Context: an optimization exercise on an open-source flow, tuned for small area. The choices shown serve that exercise and are no tape-out recipe. Function was checked by simulation only, so behaviour that the tests miss may differ from the original.

## flow/design.v (module list and top-level ports; edited modules follow where they fit)
// module conv_mac: 29 lines
// module stream_convolver: 8113 lines
module stream_convolver (
    input  logic           clk_i,
    input  logic           rst_ni,
    input  logic           en_i,
    input  logic [15:0]    data_i,
    input  logic [5:0]     stride_i,
    input  logic [13:0]    matrix_size_i,
    input  logic [143:0]   weights_i,
    output logic [31:0]    conv_o,
    output logic           valid_conv_o,
    output logic           end_conv_o
);
  // ...
==> flow/run.sh <==
#!/bin/bash
# synth_recipe.tcl (not shown) runs the flow's synth.tcl, then flattens the netlist and writes it again
# the make line also repeats each setting of config.mk as NAME=value (left out here)
make -C /OpenROAD-flow-scripts/flow DESIGN_CONFIG=/design/flow/config.mk WORK_HOME=/design/flow/orfs CLKGATE_MAP_FILE= SYNTH_SCRIPT=/design/flow/synth_recipe.tcl finish
==> flow/config.mk <==
export PLATFORM = sky130hd
export DESIGN_NAME = stream_convolver
export DESIGN_NICKNAME = stream_convolver
export VERILOG_FILES = /design/flow/design.v
export SDC_FILE = /design/flow/constraint.sdc
export NUM_CORES = 4
export LEC_CHECK = 0
export CAP_MARGIN = 20
export CORE_MARGIN = 2
export CORE_UTILIZATION = 40
export SLEW_MARGIN = 20
==> flow/constraint.sdc <==
create_clock -name core_clock -period 10.0 [get_ports {clk_i}]
set_input_delay 2.0000 -clock core_clock [delete_from_list [all_inputs] [get_ports {clk_i}]]
set_output_delay 2.0000 -clock core_clock [all_outputs]
set_load 0.01 [all_outputs]
==> reports/metrics.cfg, run 1 <==
[run_status]
status = complete, no violations

[yosys]
ys_seq_area_frac = 0.1927
synth.area.mux_share = 0.01699
synth_top_family_by_area = adder cells
synth_compound_area_frac = 0.2321
syn_area_per_cell_um2 = 8.172

[sta]
setup_viol = 0
fin_crit_ns = 9.834
fmax_ghz = 0.1017

[finish]
dominant-cell-class = multi-input gates
seq_share = 0.1636
buffer_area_frac = 0.1296

[die]
die_h_um = 482.6
row_count = 175
start_util = 0.4027
core_um2 = 227500

[place]
place_inst = 14530
gp_congestion = 1.070

[critical_path]
crit_cells = 29

[global_route]
met2_usage = 0.5330

[clock_network]
cts.clk_slew.worst_paths_ns = 0.06
cts_buffer_depth = 3

==> inputs of run 2 (changes only) <==
--- a/flow/design.v
+++ b/flow/design.v
@@ -8128,19 +8128,19 @@
     assign w_s3942 = w_c3877 ^ w_s3878 ^ w_s3808;
     assign w_c3943 = (w_c3877 & w_s3878) | (w_c3877 & w_s3808) | (w_s3878 & w_s3808);
     assign w_s3944 = w_c3879 ^ w_s3880 ^ w_s3812;
     assign w_c3945 = (w_c3879 & w_s3880) | (w_c3879 & w_s3812) | (w_s3880 & w_s3812);
     assign w_s3946 = w_c3881 ^ w_s3882 ^ w_s3816;
     assign w_c3947 = (w_c3881 & w_s3882) | (w_c3881 & w_s3816) | (w_s3882 & w_s3816);
     assign w_s3948 = w_c3883 ^ w_s3884 ^ w_s3820;
     assign w_c3949 = (w_c3883 & w_s3884) | (w_c3883 & w_s3820) | (w_s3884 & w_s3820);
-    logic [31:0] w_ra, w_rb, w_sum;
+    logic [31:0] w_ra, w_rb;
     assign w_ra = {w_c3947, w_c3945, w_c3943, w_c3941, w_c3939, w_c3937, w_c3935, w_c3933, w_c3931, w_c3929, w_c3927, w_c3925, w_c3923, w_c3921, w_c3919, w_c3917, w_c3915, w_c3913, w_c3911, w_c3909, w_c3907, w_c3905, w_c3903, w_c3901, w_c3899, w_c3897, w_c3895, w_c3893, w_c3891, w_c3889, w_c3887, w_s3886};
     assign w_rb = {w_s3948, w_s3946, w_s3944, w_s3942, w_s3940, w_s3938, w_s3936, w_s3934, w_s3932, w_s3930, w_s3928, w_s3926, w_s3924, w_s3922, w_s3920, w_s3918, w_s3916, w_s3914, w_s3912, w_s3910, w_s3908, w_s3906, w_s3904, w_s3902, w_s3900, w_s3898, w_s3896, w_s3894, w_s3892, w_s3890, w_s3888, w_neg8_0};
-    assign w_sum = w_ra + w_rb;
-    logic [31:0] r_res;
+    logic [31:0] r_ra, r_rb;
     always_ff @(posedge clk_i) begin
-        r_res <= w_sum;
+        r_ra <= w_ra;
+        r_rb <= w_rb;
     end
-    assign conv_o = r_res;
+    assign conv_o = r_ra + r_rb;
 endmodule
 `default_nettype wire
==> flow/flow/run.sh (new file) <==
#!/bin/bash
# Standard ORFS layout; the only change is that Yosys's generic pre-mapping
# ABC pass is skipped (SYNTH_ARGS=-noabc), so that extract_fa finds the
# design's full adders in their written polarity.
set -euo pipefail
bash standard.sh SYNTH_ARGS=-noabc finish > flow_make.log 2>&1
==> flow/standard.sh (new file) <==
#!/bin/bash
# synth_recipe.tcl (not shown) runs the flow's synth.tcl, then flattens the netlist and writes it again
# the make line also repeats each setting of config.mk as NAME=value (left out here)
make -C /OpenROAD-flow-scripts/flow DESIGN_CONFIG=/design/flow/config.mk WORK_HOME=/design/flow/orfs CLKGATE_MAP_FILE= SYNTH_SCRIPT=/design/flow/synth_recipe.tcl "${@:-finish}"
==> flow/config.mk (replaced) <==
export PLATFORM = sky130hd
export DESIGN_NAME = stream_convolver
export DESIGN_NICKNAME = stream_convolver
export VERILOG_FILES = /design/flow/design.v
export SDC_FILE = /design/flow/constraint.sdc
export NUM_CORES = 4
export LEC_CHECK = 0
export ABC_AREA = 1
export CAP_MARGIN = 20
export CORE_MARGIN = 2
export CORE_UTILIZATION = 40
export GPL_TIMING_DRIVEN = 0
export SLEW_MARGIN = 20
removed: flow/run.sh
==> run 2 against run 1 <==
Via count fell by 39%. Worst hold slack barely moved. Clock skew fell by 0.042 ns. Clock-buffer cell count rose by 1. Flip-flop and latch count rose by 32.
==> reports/metrics.cfg, run 2 <==
[clock_network]
clk_latency_ns = 0.76  ; was 0.79 ns
cts.clk_slew.worst_paths_ns = 0.06  ; about the same
clock_sinks = 635  ; was 603
cts_tree = built  ; unchanged
h-tree-depth = 3  ; unchanged
cts_buffer_depth = 3  ; unchanged
cts_buffers = 76  ; was 71
cts_root_buf = clkbuf_16  ; unchanged
ctsHoldBuffers = 0  ; unchanged
cts_resized = 0  ; was 81
cts_setup_buffers = 0  ; was 2

[global_route]
grt-ovfl-total = 0  ; unchanged
grt_first_pass_wirelength_mm = 474.3  ; was 595.5 mm
grt_max_degree = 108  ; was 169
antenna_found_initial = 17  ; was 4
grt_pass1_vias = 54020  ; was 82780
grt_util_all_layers = 0.3896  ; was 0.3515

[yosys]
synthFlopType = edfxtp_1  ; unchanged
synth_edf_count = 544  ; unchanged
ys_ff_latch = 635  ; was 603
ys_seq_area_frac = 0.2554  ; was 0.1927
yosysMostFrequentCell = xor2_1  ; was nand2_1
syn_area_per_cell_um2 = 11.31  ; was 8.172 µm²
syn_area_um2 = 71610  ; was 91610 µm²
synthTopCellsByCount = xor2_1 (1236), fa_1 (1225), o22ai_1 (1081)  ; was nand2_1 (1418), inv_1 (1235), fa_1 (1180)
yosysTopAreaCellShare = 0.3425  ; was 0.2579
synthTopCellsByArea = fa_1 (34%), edfxtp_1 (23%), xor2_1 (15%)  ; was fa_1 (26%), edfxtp_1 (18%), a21oi_1 (5.9%)
postSynthCellCount = 6329  ; was 11210
async_flop_share = 0.04252  ; was 0.04478
synth_top_cell_by_area = fa_1  ; unchanged
synth_cell_types = 46  ; was 73
yosys_warnings = 9  ; unchanged

[critical_path]
worst_setup_path_start_kind = primary input  ; unchanged
crit_top_cell = fa_1  ; unchanged
cp_slowest_stage_delay_ns = 0.92  ; was 0.54 ns
timing.rr.end = r_rb[16]$_DFF_P_  ; was r_res[28]$_DFF_P_
rr_worst_depth = 18  ; was 29
endpoint_kind = register  ; unchanged
cp.required_ns = 10.57  ; was 10.64 ns
critical_path_class = primary input to register  ; unchanged
crit_slowest_cell = clkdlybuf4s50_1  ; was fa_1
worstPathArrival_ns = 9.80  ; was 10.48 ns
path_buf_inv = 2  ; was 8
critPathTopFamily = adder cells  ; unchanged
crit_chain = clkdlybuf4s50_1 > clkinv_1 > o22ai_1 > xor2_1 > fa_1 > fa_1 > fa_1 > fa_1 > fa_1 > fa_1 > fa_1 > fa_1 > fa_1 > fa_1
rrSetupSlack_ns = 1.75  ; was 0.67 ns
crit_path_max_fanout = 10  ; was 5
reg2reg_from = r_b2[7]$_DFFE_PP_  ; was r_c1[6]$_DFFE_PP_

[finish]
syn_to_final_growth_pct = 10.68  ; was 17.78%
nets = 8148  ; was 13050
layout.cells.most_common_list = xor2_1 (1236), fa_1 (1225), o22ai_1 (1081)  ; was nand2_1 (1416), buf_4 (1292), inv_1 (1194)
final_common_cell = xor2_1  ; was nand2_1
largest_registers = r_l1s0 x96, r_l2s0 x96  ; unchanged
fin_util = 0.4447  ; was 0.4743
drive_above_1_share = 0.05544  ; was 0.1602

[place]
gp_congestion = 1.061  ; was 1.070
place.port_buffers = 201  ; was 204
post-dp-hpwl_mm = 303.2  ; was 337.4 mm

[sta]
whs_ns = 0.3912  ; was 0.3910 ns
fin_crit_sh = 0.9229  ; was 0.9834
rsz0062_at_grt = false
fmax_ghz = 0.1084  ; was 0.1017 GHz
clock_skew_ns = 0.06177  ; was 0.1039 ns
drv_slew = 0  ; unchanged
fin_crit_ns = 9.229  ; was 9.834 ns
relSlewSlack = 0.1674  ; was 0.2349
worstMarginPinSlew_ns = 1.245  ; was 1.136 ns
setup_viol = 0  ; unchanged
finalHoldViolCount = 0  ; unchanged

[detailed_routing]
first_pass_iters = 6  ; was 12
final_antenna_net_count = 0  ; unchanged
viasPerCell = 6.061  ; was 6.100
totalWireLength_mm = 356.0  ; was 418.0 mm
wire_per_inst_um = 39.42  ; was 28.46 µm
vias = 54740  ; was 89590
drt-initial-drc-count = 7126  ; was 13100
drcViolationCount = 0  ; unchanged

[die]
io-pin-count = 217  ; unchanged
start_util = 0.4018  ; was 0.4027
die_h_um = 427.1  ; was 482.6 µm
row_count = 155  ; was 175
dieArea_um2 = 182400  ; was 232900 µm²
fp.dieW_um = 427.1  ; was 482.6 µm
core_um2 = 178200  ; was 227500 µm²

[min_path]
hold_class = register to register  ; unchanged
whs_path_depth = 0  ; unchanged
min_to = r_l2s2[1][14]$_DFFE_PP_  ; was r_l2s0[3][13]$_DFFE_PP_
min_from = r_l2s2[0][14]$_DFFE_PP_  ; was r_l2s0[2][13]$_DFFE_PP_

[run_status]
status = complete, no violations  ; unchanged

[flow_run]
drv_cap = 0  ; unchanged

-- run 2: cells by family after synthesis --
logic type               count (synthesis)  synth area share
AO/OA/AOI/OAI                         1364            0.1159
flip-flops                             635            0.2554
adder cells (fa/ha/maj)               1350            0.3643
multiplexers                            32          0.005032
XOR/XNOR                              1300            0.1640
buffers and inverters                 1007           0.05902
AND/OR/NAND/NOR                        641           0.03629
-- run 2: worst max path at each step --
stage                   from                   end  slack (ns)  cells after the start
2_1_floorplan  weights_i[61]      r_rb[19]$_DFF_P_        2.36                     15
3_3_place_gp            en_i  r_mm1[1]$_DFFE_PN0P_      -17.63                      7
3_5_place_dp   weights_i[14]      r_rb[16]$_DFF_P_        0.26                     15
4_1_cts        weights_i[31]      r_rb[16]$_DFF_P_        1.01                     14
5_1_grt        weights_i[31]      r_rb[16]$_DFF_P_        0.84                     14
6_report       weights_i[31]      r_rb[16]$_DFF_P_        0.77                     14
-- run 2: stage by stage --
| stage | worst slack [ns] | instance area (µm²) | TNS (ns) | instances |
|---|---|---|---|---|
| 4_1_cts | 1.011 | 79250 | 0 | 9029 |
| 6_report | 0.7713 | 79260 | 0 | 9031 |
| 3_5_place_dp | 0.2576 | 76720 | 0 | 8892 |
| 2_1_floorplan | 2.359 | 71610 | 0 | 6329 |
| 5_1_grt | 0.8384 | 79260 | 0 | 9029 |
| 3_3_place_gp | -17.63 | 76570 | -7036.46 | 8885 |
-- run 2: layer usage --
| metal | part of all wire | GRT usage | vias up |
|---|---|---|---|
| li1 | - | - | 21990 |
| met1 | 0.41 | 0.5375 | 29030 |
| met5 | 0.00035 | 0 | - |
| met2 | 0.44 | 0.5860 | 3120 |
| met4 | 0.058 | 0.1854 | 18 |
| met3 | 0.088 | 0.08109 | 573 |
-- run 2: final cells by class --
class / instances / area [µm²]
Antenna cell: 2 / 5.005
Clock buffer: 89 / 1972
Clock inverter: 48 / 561.8
Buffer: 452 / 2145
Multi-Input combinational cell: 4687 / 49090
Timing Repair Buffer: 208 / 2165
Inverter: 555 / 2083
Tap cell: 2355 / 2947
Fill cell: 17030 / 98970
Sequential cell: 635 / 18290
==> inputs of run 3 (changes only) <==
==> flow/flow/run.sh (replaced) <==
#!/bin/bash
# Standard ORFS layout (the standard.sh) with these changes:
#  - Yosys's generic pre-mapping ABC pass is skipped (SYNTH_ARGS=-noabc), so
#    extract_fa finds the design's full adders in their written polarity;
#  - the buffers ABC inserted are removed at floorplan (repair_design adds
#    back what slew and capacitance need);
#  - the port buffers are the smallest buffer cell;
#  - clock tree: smaller clock buffers, no dummy loads.
set -euo pipefail
bash standard.sh \
  SYNTH_ARGS=-noabc \
  REMOVE_ABC_BUFFERS=1 \
  "BUFFER_PORTS_ARGS=-buffer_cell sky130_fd_sc_hd__buf_1" \
  "CTS_ARGS=-sink_clustering_enable -repair_clock_nets -dont_use_dummy_load -buf_list {sky130_fd_sc_hd__clkbuf_4 sky130_fd_sc_hd__clkbuf_8}" \
  finish > flow_make.log 2>&1
==> run 3 against run 2 <==
Via count down 1.5%. Non-clock buffer count fell by 353. Cell count is 4.1% lower. Largest cell class unchanged. Sequential share of layout area grew 0.76 points. Critical path type is now register to register. Still clean.
==> reports/metrics.cfg, run 3 <==
[die]
core_um2 = 178200  ; unchanged
fp.dieW_um = 427.1  ; unchanged
dieArea_um2 = 182400  ; unchanged
start_util = 0.4018  ; unchanged
io-pin-count = 217  ; unchanged
row_count = 155  ; unchanged
die_h_um = 427.1  ; unchanged

[critical_path]
crit_chain = buf_16 > xor2_1 > inv_1 > nand2_1 > o22ai_1 > xor2_1 > fa_1 > fa_1 > fa_1 > fa_1 > fa_1 > fa_1 > fa_1 > fa_1 > fa_1 > fa_1  ; was clkdlybuf4s50_1 > clkinv_1 > o22ai_1 > xor2_1 > fa_1 > fa_1 > fa_1 > fa_1 > fa_1 > fa_1 > fa_1 > fa_1 > fa_1 > fa_1
worst_setup_path_start_kind = register  ; was primary input
rrSetupSlack_ns = 1.23  ; was 1.75 ns
endpoint_kind = register  ; unchanged
crit_path_max_fanout = 16  ; was 10
critical_path_class = register to register  ; was primary input to register
worstPathArrival_ns = 9.48  ; was 9.80 ns
crit_slowest_cell = fa_1  ; was clkdlybuf4s50_1
cp.required_ns = 10.71  ; was 10.57 ns
reg2reg_from = r_c1[7]$_DFFE_PP_  ; was r_b2[7]$_DFFE_PP_
rr_worst_depth = 16  ; was 18
timing.rr.end = r_rb[17]$_DFF_P_  ; was r_rb[16]$_DFF_P_
cp_slowest_stage_delay_ns = 0.77  ; was 0.92 ns
crit_top_cell = fa_1  ; unchanged
critPathTopFamily = adder cells  ; unchanged
path_buf_inv = 2  ; unchanged

[sta]
fin_crit_sh = 0.8770  ; was 0.9229
worstMarginPinSlew_ns = 1.194  ; was 1.245 ns
rsz0062_at_grt = false  ; unchanged
whs_ns = 0.3517  ; was 0.3912 ns
fmax_ghz = 0.1140  ; was 0.1084 GHz
fin_crit_ns = 8.770  ; was 9.229 ns
fin_setup_tns_ns = 0  ; unchanged
setup_viol = 0  ; unchanged
drv_slew = 0  ; unchanged
clock_skew_ns = 0.09462  ; was 0.06177 ns
finalHoldViolCount = 0  ; unchanged
relSlewSlack = 0.2041  ; was 0.1674

[global_route]
gr-usage-met1 = 0.4924  ; was 0.5375
grt_max_degree = 39  ; was 108
grt_first_pass_wirelength_mm = 443.7  ; was 474.3 mm
grt_util_all_layers = 0.3549  ; was 0.3896
met3_usage = 0.07999  ; was 0.08109
antenna_found_initial = 7  ; was 17
met2_usage = 0.5244  ; was 0.5860
grt_pass1_vias = 53190  ; was 54020
grt.busiest_layer = met2  ; unchanged
grt-ovfl-total = 0  ; unchanged

[finish]
final_common_cell = xor2_1  ; unchanged
largest_registers = r_l1s0 x96, r_l2s0 x96  ; unchanged
nets = 7833  ; was 8148
syn_to_final_growth_pct = 7.179  ; was 10.68%
layout.cells.most_common_list = xor2_1 (1236), fa_1 (1225), o22ai_1 (1081)  ; unchanged
drive_above_1_share = 0.05144  ; was 0.05544
fin_util = 0.4306  ; was 0.4447
fill_cells = 16860  ; was 17030
fin_cells = 8657  ; was 9031

[clock_network]
cts_buffers = 114  ; was 76
clk_latency_ns = 0.89  ; was 0.76 ns
h-tree-depth = 3  ; unchanged
cts_root_buf = clkbuf_8  ; was clkbuf_16
cts_tree = built  ; unchanged
cts_buffer_depth = 3  ; unchanged
ctsHoldBuffers = 0  ; unchanged
cts.clk_slew.worst_paths_ns = 0.06  ; about the same
clock_sinks = 635  ; unchanged
cts_setup_buffers = 0  ; unchanged
cts_resized = 0  ; unchanged

[yosys]
async_flop_share = 0.04252  ; unchanged
ys_ff_latch = 635  ; unchanged
postSynthCellCount = 6329  ; unchanged
syn_area_per_cell_um2 = 11.31  ; unchanged
syn_area_um2 = 71610  ; unchanged
synthTopCellsByArea = fa_1 (34%), edfxtp_1 (23%), xor2_1 (15%)  ; unchanged
ys_seq_area_frac = 0.2554  ; unchanged
yosysMostFrequentCell = xor2_1  ; unchanged
synth_top_cell_by_area = fa_1  ; unchanged
yosys_warnings = 9  ; unchanged
synthFlopType = edfxtp_1  ; unchanged
synth_edf_count = 544  ; unchanged
yosysTopAreaCellShare = 0.3425  ; unchanged
synthTopCellsByCount = xor2_1 (1236), fa_1 (1225), o22ai_1 (1081)  ; unchanged
synth_cell_types = 46  ; unchanged

[detailed_routing]
totalWireLength_mm = 325.9  ; was 356.0 mm
final_antenna_net_count = 0  ; unchanged
first_pass_iters = 6  ; unchanged
wire_per_inst_um = 37.65  ; was 39.42 µm
drcViolationCount = 0  ; unchanged
drt-initial-drc-count = 8047  ; was 7126
viasPerCell = 6.228  ; was 6.061
vias = 53920  ; was 54740

[place]
place.port_buffers = 204  ; was 201
gp_congestion = 1.044  ; was 1.061
post-dp-hpwl_mm = 260.6  ; was 303.2 mm
place_inst = 8535  ; was 8892

[min_path]
whs_path_depth = 0  ; unchanged
min_to = r_l2s1[2][8]$_DFFE_PP_  ; was r_l2s2[1][14]$_DFFE_PP_
min_from = r_l2s1[1][8]$_DFFE_PP_  ; was r_l2s2[0][14]$_DFFE_PP_
hold_class = register to register  ; unchanged

[run_status]
status = complete, no violations  ; unchanged

[flow_run]
drv_cap = 0  ; unchanged

[run 3: cell types whose count changed in the layout (fill, tap and decap cells not counted), moves of 65 or more]
cell / delta
buf_4: -80
clkbuf_1: -244
clkbuf_16: -77
clkdlybuf4s50_1: -199
buf_2: -65
buf_1: +136
clkbuf_8: +114
[run 3: worst max path at each step]
stage | slack, ns | endpoint | cells past startpoint | from
5_1_grt | 1.16 | r_rb[17]$_DFF_P_ | 16 | r_c1[1]$_DFFE_PP_
6_report | 1.23 | r_rb[17]$_DFF_P_ | 16 | r_c1[7]$_DFFE_PP_
3_3_place_gp | -20.45 | r_mm1[3]$_DFFE_PN0P_ | 6 | en_i
2_1_floorplan | 2.50 | r_rb[19]$_DFF_P_ | 14 | weights_i[62]
4_1_cts | 1.37 | r_rb[17]$_DFF_P_ | 16 | r_c1[3]$_DFFE_PP_
3_5_place_dp | 0.75 | r_rb[17]$_DFF_P_ | 14 | weights_i[0]
[run 3: layout make-up]
class / instances / area (µm²) / share of cell area
Multi-Input combinational cell: 4687 / 49130 / 0.6401
Sequential cell: 635 / 18300 / 0.2384
Antenna cell: 4 / 10.01 / 0.0001304
Tap cell: 2355 / 2947 / 0.03839
Inverter: 555 / 2083 / 0.02714
Clock buffer: 114 / 1569 / 0.02044
Timing Repair Buffer: 307 / 2718 / 0.03541
[run 3: worst register-to-register path, stage by stage, from the launching register on]
cell	delay, ns
edfxtp_1	0.71
buf_16	0.30
xor2_1	0.19
inv_1	0.54
nand2_1	0.68
o22ai_1	0.34
xor2_1	0.22
fa_1	0.47
fa_1	0.77
fa_1	0.61
fa_1	0.73
fa_1	0.52
fa_1	0.48
fa_1	0.53
fa_1	0.51
fa_1	0.64
fa_1	0.43
[run 3: cells by family (layout without fill, tap and decap cells)]
group	count (synthesis)	after routing	share of synthesized area
AO/OA/AOI/OAI	1364	1364	0.1159
XOR/XNOR	1300	1300	0.1640
adder cells (fa/ha/maj)	1350	1350	0.3643
buffers and inverters	1007	976	0.05902
flip-flops	635	635	0.2554
multiplexers	32	32	0.005032
other	0	4	0
AND/OR/NAND/NOR	641	641	0.03629
[run 3: per-stage QoR]
| step | cell area (µm²) | worst slack [ns] |
|---|---|---|
| final | 76750 | 1.230 |
| after global routing | 76750 | 1.161 |
| after CTS | 76680 | 1.374 |
| after detailed placement | 75110 | 0.7492 |
| after global placement | 73180 | -20.45 |
| after floorplan | 69470 | 2.501 |
[run 3: per-layer routing]
metal | vias up | wire length, µm
met5 | - | 39
met4 | 6 | 19600
met3 | 623 | 33140
met2 | 3563 | 141800
met1 | 28440 | 131400
li1 | 21280 | -
==> inputs of run 4 (changes only) <==
--- a/flow/config.mk
+++ b/flow/config.mk
@@ -10,3 +10,3 @@
 export CORE_MARGIN = 2
-export CORE_UTILIZATION = 40
+export CORE_UTILIZATION = 65
 export GPL_TIMING_DRIVEN = 0
==> run 4 against run 3 <==
Still clean on timing, DRC and antenna. Worst setup slack worse by 0.054 ns. Area after synthesis is the same. Critical path type unchanged.
==> reports/metrics.cfg, run 4 <==
[detailed_routing]
final_antenna_net_count = 0  ; unchanged
drt-initial-drc-count = 10130  ; was 8047
drcViolationCount = 0  ; unchanged
viasPerCell = 7.300  ; was 6.228
totalWireLength_mm = 294.2  ; was 325.9 mm
wire_per_inst_um = 38.23  ; was 37.65 µm
first_pass_iters = 10  ; was 6
vias = 56180  ; was 53920

[yosys]
synth_top_cell_by_area = fa_1  ; unchanged
synth_cell_types = 46  ; unchanged
yosys_warnings = 9  ; unchanged
ys_seq_area_frac = 0.2554  ; unchanged
synthTopCellsByCount = xor2_1 (1236), fa_1 (1225), o22ai_1 (1081)  ; unchanged
yosysTopAreaCellShare = 0.3425  ; unchanged
synth_edf_count = 544  ; unchanged
synthTopCellsByArea = fa_1 (34%), edfxtp_1 (23%), xor2_1 (15%)  ; unchanged
async_flop_share = 0.04252  ; unchanged
synthFlopType = edfxtp_1  ; unchanged
postSynthCellCount = 6329  ; unchanged
ys_ff_latch = 635  ; unchanged
yosysMostFrequentCell = xor2_1  ; unchanged
syn_area_per_cell_um2 = 11.31  ; unchanged
syn_area_um2 = 71610  ; unchanged

[global_route]
grt_util_all_layers = 0.5238  ; was 0.3549
antenna_found_initial = 13  ; was 7
grt_max_degree = 68  ; was 39
grt_pass1_vias = 55190  ; was 53190
grt_first_pass_wirelength_mm = 408.7  ; was 443.7 mm
grt-ovfl-total = 0  ; unchanged

[min_path]
min_to = r_l1s1[1][2]$_DFFE_PP_  ; was r_l2s1[2][8]$_DFFE_PP_
whs_path_depth = 0  ; unchanged
hold_class = register to register  ; unchanged
min_from = r_l1s1[0][2]$_DFFE_PP_  ; was r_l2s1[1][8]$_DFFE_PP_

[finish]
syn_to_final_growth_pct = 5.161  ; was 7.179%
fill_cells = 7993  ; was 16860
drive_above_1_share = 0.04842  ; was 0.05144
final_common_cell = xor2_1  ; unchanged
fin_cells = 7696  ; was 8657
fin_util = 0.6909  ; was 0.4306
layout.cells.most_common_list = xor2_1 (1236), fa_1 (1225), o22ai_1 (1081)  ; unchanged
largest_registers = r_l1s0 x96, r_l2s0 x96  ; unchanged
nets = 7813  ; was 7833

[flow_run]
drv_cap = 0  ; unchanged

[sta]
worstMarginPinSlew_ns = 1.176  ; was 1.194 ns
finalHoldViolCount = 0  ; unchanged
clock_skew_ns = 0.09068  ; was 0.09462 ns
fmax_ghz = 0.1133  ; was 0.1140 GHz
fin_crit_sh = 0.8823  ; was 0.8770
rsz0062_at_grt = false  ; unchanged
drv_slew = 0  ; unchanged
whs_ns = 0.3623  ; was 0.3517 ns
fin_crit_ns = 8.823  ; was 8.770 ns
relSlewSlack = 0.2160  ; was 0.2041
timing.final.ws_setup_ns = 1.177  ; was 1.230 ns
setup_viol = 0  ; unchanged

[clock_network]
cts_setup_buffers = 0  ; unchanged
cts_root_buf = clkbuf_8  ; unchanged
cts_buffer_depth = 3  ; unchanged
h-tree-depth = 3  ; unchanged
cts_buffers = 103  ; was 114
cts.clk_slew.worst_paths_ns = 0.07  ; was 0.06 ns
clk_latency_ns = 0.78  ; was 0.89 ns
cts_resized = 0  ; unchanged
cts_tree = built  ; unchanged
clock_sinks = 635  ; unchanged
ctsHoldBuffers = 0  ; unchanged

[critical_path]
rrSetupSlack_ns = 1.18  ; was 1.23 ns
rr_worst_depth = 16  ; unchanged
worstPathArrival_ns = 9.42  ; was 9.48 ns
endpoint_kind = register  ; unchanged
crit_path_max_fanout = 20  ; was 16
cp.required_ns = 10.59  ; was 10.71 ns
worst_setup_path_start_kind = register  ; unchanged
reg2reg_from = r_c2[1]$_DFFE_PP_  ; was r_c1[7]$_DFFE_PP_
critical_path_class = register to register  ; unchanged
timing.rr.end = r_rb[17]$_DFF_P_  ; unchanged

[place]
gp_congestion = 1.113  ; was 1.044
place_inst = 7581  ; was 8535
preCtsSetupSlack_ns = 0.6867  ; was 0.7492 ns
post-dp-hpwl_mm = 227.0  ; was 260.6 mm
place.port_buffers = 204  ; unchanged

[die]
fp.dieW_um = 335.9  ; was 427.1 µm
dieArea_um2 = 112800  ; was 182400 µm²
start_util = 0.6569  ; was 0.4018
io-pin-count = 217  ; unchanged
die_h_um = 335.9  ; was 427.1 µm
row_count = 121  ; was 155
core_um2 = 109000  ; was 178200 µm²

[run_status]
status = complete, no violations  ; unchanged

==> run 4: cell counts after synthesis <==
No cell type changed its count.
==> run 4: per-stage QoR <==
stage,area (µm²),setup TNS [ns]
global route,75300,0
finish,75310,0
global placement,72000,-7583.81
floorplan,69470,0
detailed placement,73700,0
CTS,75120,0
==> run 4: kinds of logic (layout without fill, tap and decap cells) <==
family | after synthesis | after routing | share of synthesized area
xor gates and xnor gates | 1300 | 1300 | 0.1640
AOI/OAI and AO/OA | 1364 | 1364 | 0.1159
muxes | 32 | 32 | 0.005032
buffers and inverters | 1007 | 956 | 0.05902
other | 0 | 4 | 0
DFF | 635 | 635 | 0.2554
and+or+nand+nor | 641 | 641 | 0.03629
adders and majority gates | 1350 | 1350 | 0.3643
==> run 4: area by class of cell <==
type                       count  area (µm²)  area share
antenna                        4       10.01   0.0001329
clock buffer                 103        1418     0.01882
inverter                     555        2083     0.02766
multi-input combinational   4687       49130      0.6524
sequential                   635       18300      0.2430
tap                         1414        1769     0.02349
timing repair buffer         298        2597     0.03449
==> run 4: worst max-delay path by stage <==
stage | start | endpoint | slack (ns) | depth (start not counted)
final | r_c2[1]$_DFFE_PP_ | r_rb[17]$_DFF_P_ | 1.18 | 16
after global routing | r_c2[1]$_DFFE_PP_ | r_rb[17]$_DFF_P_ | 1.21 | 16
after CTS | r_c2[11]$_DFFE_PP_ | r_rb[17]$_DFF_P_ | 1.42 | 15
after detailed placement | data_i[9] | r_rb[19]$_DFF_P_ | 0.69 | 14
after global placement | en_i | r_mm1[3]$_DFFE_PN0P_ | -19.38 | 6
after floorplan | weights_i[62] | r_rb[19]$_DFF_P_ | 2.50 | 14
==> run 4: worst max-delay path, cell delays in order, from the launching register on <==
cell and delay (ns):
edfxtp_1 1.11, xor2_1 0.22, inv_1 0.52, nand2_1 0.58, o22ai_1 0.30, xnor2_1 0.13, fa_1 0.82, inv_1 0.11
fa_1 0.51, fa_1 0.79, fa_1 0.53, fa_1 0.49, fa_1 0.57, fa_1 0.45, fa_1 0.41, fa_1 0.58
fa_1 0.52
==> run 4: per-layer routing <==
| layer | vias up | part of all wire | GRT usage |
|---|---|---|---|
| met5 | - | 0.0016 | 0.02979 |
| met2 | 5564 | 0.40 | 0.7246 |
| li1 | 21230 | - | - |
| met1 | 27860 | 0.33 | 0.6498 |
| met3 | 1508 | 0.16 | 0.2246 |
| met4 | 18 | 0.11 | 0.3938 |
==> inputs of run 5 (changes only) <==
--- a/flow/flow/run.sh
+++ b/flow/flow/run.sh
@@ -13,3 +13,3 @@
   "BUFFER_PORTS_ARGS=-buffer_cell sky130_fd_sc_hd__buf_1" \
-  "CTS_ARGS=-sink_clustering_enable -repair_clock_nets -dont_use_dummy_load -buf_list {sky130_fd_sc_hd__clkbuf_4 sky130_fd_sc_hd__clkbuf_8}" \
+  "CTS_ARGS=-sink_clustering_enable -repair_clock_nets -dont_use_dummy_load -sink_clustering_size 20 -sink_clustering_max_diameter 60 -buf_list {sky130_fd_sc_hd__clkbuf_8 sky130_fd_sc_hd__clkbuf_16}" \
   finish > flow_make.log 2>&1
--- a/flow/config.mk
+++ b/flow/config.mk
@@ -8,6 +8,6 @@
 export ABC_AREA = 1
-export CAP_MARGIN = 20
+export CAP_MARGIN = 10
 export CORE_MARGIN = 2
-export CORE_UTILIZATION = 65
+export CORE_UTILIZATION = 40
 export GPL_TIMING_DRIVEN = 0
-export SLEW_MARGIN = 20
+export SLEW_MARGIN = 10
==> run 5 against run 4 <==
Clock skew down 0.0046 ns. Highest routed layer unchanged. Register-to-register slack lost 0.17 ns. Global-route usage down 17 points.
==> reports/metrics.cfg, run 5 <==
[finish]
syn_to_final_growth_pct = 6.620  ; was 5.161%
final_common_cell = xor2_1  ; unchanged
nets = 7752  ; was 7813
fin_area_um2 = 76350  ; was 75310 µm²
drive_above_1_share = 0.03844  ; was 0.04842
fin_util = 0.4284  ; was 0.6909
layout.cells.most_common_list = xor2_1 (1236), fa_1 (1225), o22ai_1 (1081)  ; unchanged
largest_registers = r_l1s0 x96, r_l2s0 x96  ; unchanged

[detailed_routing]
vias = 53520  ; was 56180
final_antenna_net_count = 0  ; unchanged
wl_met2_mm = 140.5  ; was 118.7 mm
wire_per_inst_um = 37.88  ; was 38.23 µm
route.met3.wl_mm = 31.98  ; was 47.69 mm
drcViolationCount = 0  ; unchanged
viasPerCell = 6.241  ; was 7.300
dr.max_layer_used = met5  ; unchanged
totalWireLength_mm = 324.8  ; was 294.2 mm
first_pass_iters = 19  ; was 10
met1Wirelength_mm = 131.6  ; was 96.27 mm
drt-initial-drc-count = 7640  ; was 10130

[yosys]
synthTopCellsByCount = xor2_1 (1236), fa_1 (1225), o22ai_1 (1081)  ; unchanged
syn_area_um2 = 71610  ; unchanged
synth_cell_types = 46  ; unchanged
postSynthCellCount = 6329  ; unchanged
yosysTopAreaCellShare = 0.3425  ; unchanged
async_flop_share = 0.04252  ; unchanged
syn_area_per_cell_um2 = 11.31  ; unchanged
yosys_warnings = 9  ; unchanged
synthFlopType = edfxtp_1  ; unchanged
synthTopCellsByArea = fa_1 (34%), edfxtp_1 (23%), xor2_1 (15%)  ; unchanged
synth_top_cell_by_area = fa_1  ; unchanged
yosysMostFrequentCell = xor2_1  ; unchanged
synth_edf_count = 544  ; unchanged
ys_ff_latch = 635  ; unchanged
ys_seq_area_frac = 0.2554  ; unchanged

[critical_path]
cp.required_ns = 10.62  ; was 10.59 ns
worstPathArrival_ns = 9.61  ; was 9.42 ns
endpoint_kind = register  ; unchanged
critical_path_class = register to register  ; unchanged
cp_slowest_stage_delay_ns = 1.16  ; was 1.11 ns
crit_chain = xor2_1 > inv_1 > nand2_1 > o22ai_1 > xor2_1 > fa_1 > fa_1 > fa_1 > fa_1 > fa_1 > fa_1 > fa_1 > fa_1 > fa_1 > fa_1  ; was xor2_1 > inv_1 > nand2_1 > o22ai_1 > xnor2_1 > fa_1 > inv_1 > fa_1 > fa_1 > fa_1 > fa_1 > fa_1 > fa_1 > fa_1 > fa_1 > fa_1
worst_setup_path_start_kind = register  ; unchanged
crit_slowest_cell = edfxtp_1  ; unchanged
crit_path_max_fanout = 21  ; was 20
crit_top_cell = fa_1  ; unchanged

[die]
fp.dieW_um = 427.1  ; was 335.9 µm
io-pin-count = 217  ; unchanged
die_h_um = 427.1  ; was 335.9 µm
row_count = 155  ; was 121
dieArea_um2 = 182400  ; was 112800 µm²
core_um2 = 178200  ; was 109000 µm²
start_util = 0.4018  ; was 0.6569

[sta]
finalHoldViolCount = 0  ; unchanged
relSlewSlack = 0.09684  ; was 0.2160
worstMarginPinSlew_ns = 1.346  ; was 1.176 ns
fmax_ghz = 0.1112  ; was 0.1133 GHz
fin_crit_sh = 0.8991  ; was 0.8823
clock_skew_ns = 0.08611  ; was 0.09068 ns
setup_viol = 0  ; unchanged
drv_slew = 0  ; unchanged
rsz0062_at_grt = false  ; unchanged
fin_crit_ns = 8.991  ; was 8.823 ns

[place]
postPlaceCellArea_um2 = 74430  ; was 73700 µm²
gp_congestion = 1.044  ; was 1.113
place.port_buffers = 204  ; unchanged
post-dp-hpwl_mm = 258.1  ; was 227.0 mm

[global_route]
grt_max_degree = 40  ; was 68
antenna_found_initial = 6  ; was 13
grt_util_all_layers = 0.3540  ; was 0.5238
grt_pass1_vias = 52870  ; was 55190
grt-ovfl-total = 0  ; unchanged
grt_first_pass_wirelength_mm = 442.0  ; was 408.7 mm

[clock_network]
clk_latency_ns = 0.74  ; was 0.78 ns
cts_buffers = 69  ; was 103
cts_buffer_depth = 3  ; unchanged
cts_resized = 0  ; unchanged
cts.clk_slew.worst_paths_ns = 0.08  ; was 0.07 ns
clock_sinks = 635  ; unchanged
cts_tree = built  ; unchanged
ctsHoldBuffers = 0  ; unchanged
h-tree-depth = 3  ; unchanged
cts_root_buf = clkbuf_16  ; was clkbuf_8
cts_setup_buffers = 0  ; unchanged

[min_path]
hold_class = register to register  ; unchanged

[flow_run]
drv_cap = 0  ; unchanged

[run_status]
status = complete, no violations  ; unchanged

## run 5: layer usage
layer | GRT usage | up-vias
li1 | - | 21150
met1 | 0.4942 | 28270
met2 | 0.5209 | 3483
met3 | 0.07495 | 614
met4 | 0.1769 | 4
met5 | 0 | -
## run 5: logic make-up (layout without fill, tap and decap cells)
family,after synthesis,count (layout),share of synthesized area
xor gates and xnor gates,1300,1300,0.1640
adders and majority gates,1350,1350,0.3643
buffers and inverters,1007,895,0.05902
other,0,4,0
muxes,32,32,0.005032
and+or+nand+nor,641,641,0.03629
AOI/OAI and AO/OA,1364,1364,0.1159
DFF,635,635,0.2554
## run 5: area by class of cell
cell class              instances  area, µm²
fillers                     16900     101900
inverters                     555       2083
flip-flops and latches        635      18300
diodes                          4      10.01
well taps                    2355       2947
clock buffers                  69       1727
repair buffers                271       2175
multi-input cells            4687      49110
## run 5: per-stage QoR
step                      instances  setup slack (ns)  hold slack, ns   TNS, ns
final                          8576             1.009          0.3528         0
after global routing           8573            0.8718          0.3510         0
after CTS                      8562             1.165          0.3449         0
after detailed placement       8493            0.6587          0.4045         0
after global placement         8436            -20.45          0.4007  -8202.08
after floorplan                5877             2.501          0.4003         0
## run 5: path summary, 6_finish.rpt
path                                   startpoint                 endpoint  slack (ns)  depth (start not counted)
setup / recovery                r_c1[1]$_DFFE_PP_         r_rb[17]$_DFF_P_        1.01                         15
hold / removal             r_l1s0[0][8]$_DFFE_PP_   r_l1s0[1][8]$_DFFE_PP_        0.35                          0
setup reg to reg                r_c1[1]$_DFFE_PP_         r_rb[17]$_DFF_P_        1.01                         15
hold reg to reg            r_l1s0[0][8]$_DFFE_PP_   r_l1s0[1][8]$_DFFE_PP_        0.35                          0
max in group asynchronous                  rst_ni     r_mm1[3]$_DFFE_PN0P_        8.22                          1
min in group asynchronous                  rst_ni  r_row_ph[0]$_DFFE_PN0P_        1.30                          1
## run 5: worst max-delay path, delay by kind of cell (launching register included)
kind / cells / cell delay, ns
AO/OA/AOI/OAI: 1 / 0.36
XOR/XNOR: 2 / 0.44
adder cells (fa/ha/maj): 10 / 5.78
buffers and inverters: 1 / 0.54
flip-flops: 1 / 1.16
AND/OR/NAND/NOR: 1 / 0.59

-- what the ideal ports hide --
The flow's constraints put no driver on any port. The routed layouts listed below were extracted and timed again, unchanged, in two steps.
Step 1: set_driving_cell puts a clkbuf_16 on clk_i and a buf_2 on each other input, an assumption about the parent block.
Step 2 also shifts input and output timing later by t, the mid clock arrival at the registers, as if the neighbouring blocks saw the same clock.
Three values: ideal ports, drivers, drivers and shift; two values: the first two.
| run | shift t [ns] | setup WS [ns] | cell pins on the clock port's net |
|---|---|---|---|
| run 1 | 0.841 | 0.166 / 0.223 / -0.617 | 1 |
| run 2 | 0.823 | 0.771 / 0.839 / 0.017 | 1 |
| run 3 | 0.927 | 1.230 / 1.230 / 0.549 | 1 |
| run 4 | 0.822 | 1.177 / 1.177 / 0.433 | 1 |
| run 5 | 0.791 | 1.009 / 1.009 / 0.446 | 1 |
Met with ideal ports but missed after step 2: setup timing in run 1. The setup slack of run 1, which loses most, moves by +0.057 ns with the drivers and by -0.783 ns with both steps.
